This design comes from an exercise in tuning for small area on the open sky130 flow, not from production work. In this exercise RTL edits were held to simulation tests only and were not proved equivalent to the original. Power and IR drop assume default switching activity.

==> flow/design.v (excerpt) <==
module spi_mem_bridge
(
   input  logic        spi_clk,
   input  logic        spi_ss,
   input  logic        spi_mosi,
   output logic        spi_miso,
   output logic [2:0]  leds
);
   localparam logic [2:0] IDLE    = 3'd0,
                          READ_BIT  = 3'd1,
                          WRITE_BIT = 3'd2,
                          READ_MEM  = 3'd3,
                          WRITE_MEM = 3'd4,
                          IDLE_RD   = 3'd5,    
                          IDLE_ONE  = 3'd6;    
   logic [2:0]  bit_ctr;
   logic [2:0]  state;
   logic [3:0]  mem_ctr;
   logic [23:0] hist;        
   logic [7:0]  rx_byte;
   logic        byte_done;
   logic        idle;
   logic [7:0]  ctrl;
   logic        stat_bit;
   logic [4:0]  ph;
   logic [4:0]  sel;
   logic [5:0]  addr;
   logic        commit;
   logic        wr_ins;
   logic        hold;
   logic        rbuf_bit;
   logic [7:0]  reply;
   logic        data_out;
   assign byte_done = (bit_ctr == 3'd7);
   assign rx_byte   = {hist[6:0], spi_mosi};
   assign idle      = (state == IDLE) || (state == IDLE_RD) || (state == IDLE_ONE);
   always_ff @(posedge spi_clk or posedge spi_ss) begin
      if (spi_ss) begin
         bit_ctr <= '0;
         state   <= IDLE;
         mem_ctr <= '0;
      end else begin
         bit_ctr <= bit_ctr + 3'd1;
         if (byte_done) begin
            if (idle) begin
               mem_ctr <= '0;
               case (rx_byte)
  ...
export LEC_CHECK = 0
export CAP_MARGIN = 20
export CORE_MARGIN = 2
export CORE_UTILIZATION = 60
export PLACE_DENSITY = 0.85
export SLEW_MARGIN = 20
create_clock -name core_clock -period 10.0 [get_ports {spi_clk}]
standard.sh (not shown) runs the stock make flow with config.mk's settings and CLKGATE_MAP_FILE= SYNTH_SCRIPT=/design/flow/synth_recipe.tcl, a recipe that flattens the netlist after the stock synthesis.
==> flow/flow/run.sh <==
#!/bin/bash
# The standard layout, with clock tree synthesis told not to add dummy
# loads and to cluster up to 32 sinks within 100 um per leaf buffer.
set -euo pipefail
export CTS_ARGS="-sink_clustering_enable -repair_clock_nets -dont_use_dummy_load -sink_clustering_size 32 -sink_clustering_max_diameter 100"
bash standard.sh > standard.log 2>&1
Then changed:
==> flow/run.sh (new file) <==
#!/bin/bash
# synth_recipe.tcl (not shown) runs the flow's synth.tcl, then flattens the netlist and writes it again
# the make line also repeats each setting of config.mk as NAME=value (left out here)
make -C /OpenROAD-flow-scripts/flow DESIGN_CONFIG=/design/flow/config.mk WORK_HOME=/design/flow/orfs CLKGATE_MAP_FILE= SYNTH_SCRIPT=/design/flow/synth_recipe.tcl finish
CORE_UTILIZATION = 30   (was 60)
PLACE_DENSITY = not set   (was 0.85)
removed: flow/flow/run.sh
removed: flow/standard.sh
=>
- The changed run passed the timing, design-rule and antenna checks
- final cell count increases by a quarter to a third
- via count goes down slightly
- cell area climbs by roughly a tenth
- worst setup slack is worse by 0.027 ns
Then changed:
==> flow/flow/run.sh (new file) <==
#!/bin/bash
# The standard layout, with clock tree synthesis told not to add dummy
# loads and to cluster up to 30 sinks within 80 um per leaf buffer.
set -euo pipefail
export CTS_ARGS="-sink_clustering_enable -repair_clock_nets -dont_use_dummy_load -sink_clustering_size 30 -sink_clustering_max_diameter 80"
bash standard.sh > standard.log 2>&1
==> flow/standard.sh (new file) <==
#!/bin/bash
# synth_recipe.tcl (not shown) runs the flow's synth.tcl, then flattens the netlist and writes it again
# the make line also repeats each setting of config.mk as NAME=value (left out here)
make -C /OpenROAD-flow-scripts/flow DESIGN_CONFIG=/design/flow/config.mk WORK_HOME=/design/flow/orfs CLKGATE_MAP_FILE= SYNTH_SCRIPT=/design/flow/synth_recipe.tcl "${@:-finish}"
CORE_UTILIZATION = 60   (was 30)
removed: flow/run.sh
What happened:
- hold slack gains 0.013 ns
- die area came out lower by 50%
- synthesized area stays the same
- power goes down by about 22%
- setup slack gains 0.096 ns
- first-iteration DRC count falls by about 18%
Then changed:
==> flow/flow/run.sh (replaced) <==
#!/bin/bash
# The standard layout, with clock tree synthesis told not to add dummy
# loads and to cluster up to 35 sinks within 80 um per leaf buffer.
set -euo pipefail
export CTS_ARGS="-sink_clustering_enable -repair_clock_nets -dont_use_dummy_load -sink_clustering_size 35 -sink_clustering_max_diameter 80"
bash standard.sh > standard.log 2>&1
PLACE_DENSITY = 0.75   (was not set)
Outcome: Cell area shrinks by 0.50%; die area is unchanged; final cell count hardly moves; non-clock buffer count does not change; flip-flop and latch count does not change.
Then changed:
==> flow/run.sh (new file) <==
#!/bin/bash
# synth_recipe.tcl (not shown) runs the flow's synth.tcl, then flattens the netlist and writes it again
# the make line also repeats each setting of config.mk as NAME=value (left out here)
make -C /OpenROAD-flow-scripts/flow DESIGN_CONFIG=/design/flow/config.mk WORK_HOME=/design/flow/orfs CLKGATE_MAP_FILE= SYNTH_SCRIPT=/design/flow/synth_recipe.tcl finish
CTS_CLUSTER_DIAMETER = 60   (was not set)
CTS_CLUSTER_SIZE = 40   (was not set)
PLACE_DENSITY = not set   (was 0.75)
removed: flow/flow/run.sh
removed: flow/standard.sh
Flip-flop and latch count does not change.
First-iteration DRC count drops by 33%.
Setup slack is worse by 0.069 ns.
Cell count is higher by 2.3%.
Clock-buffer cell count rose by 21.
Die area stays the same.
Routed wire length is lower by 5.2%.
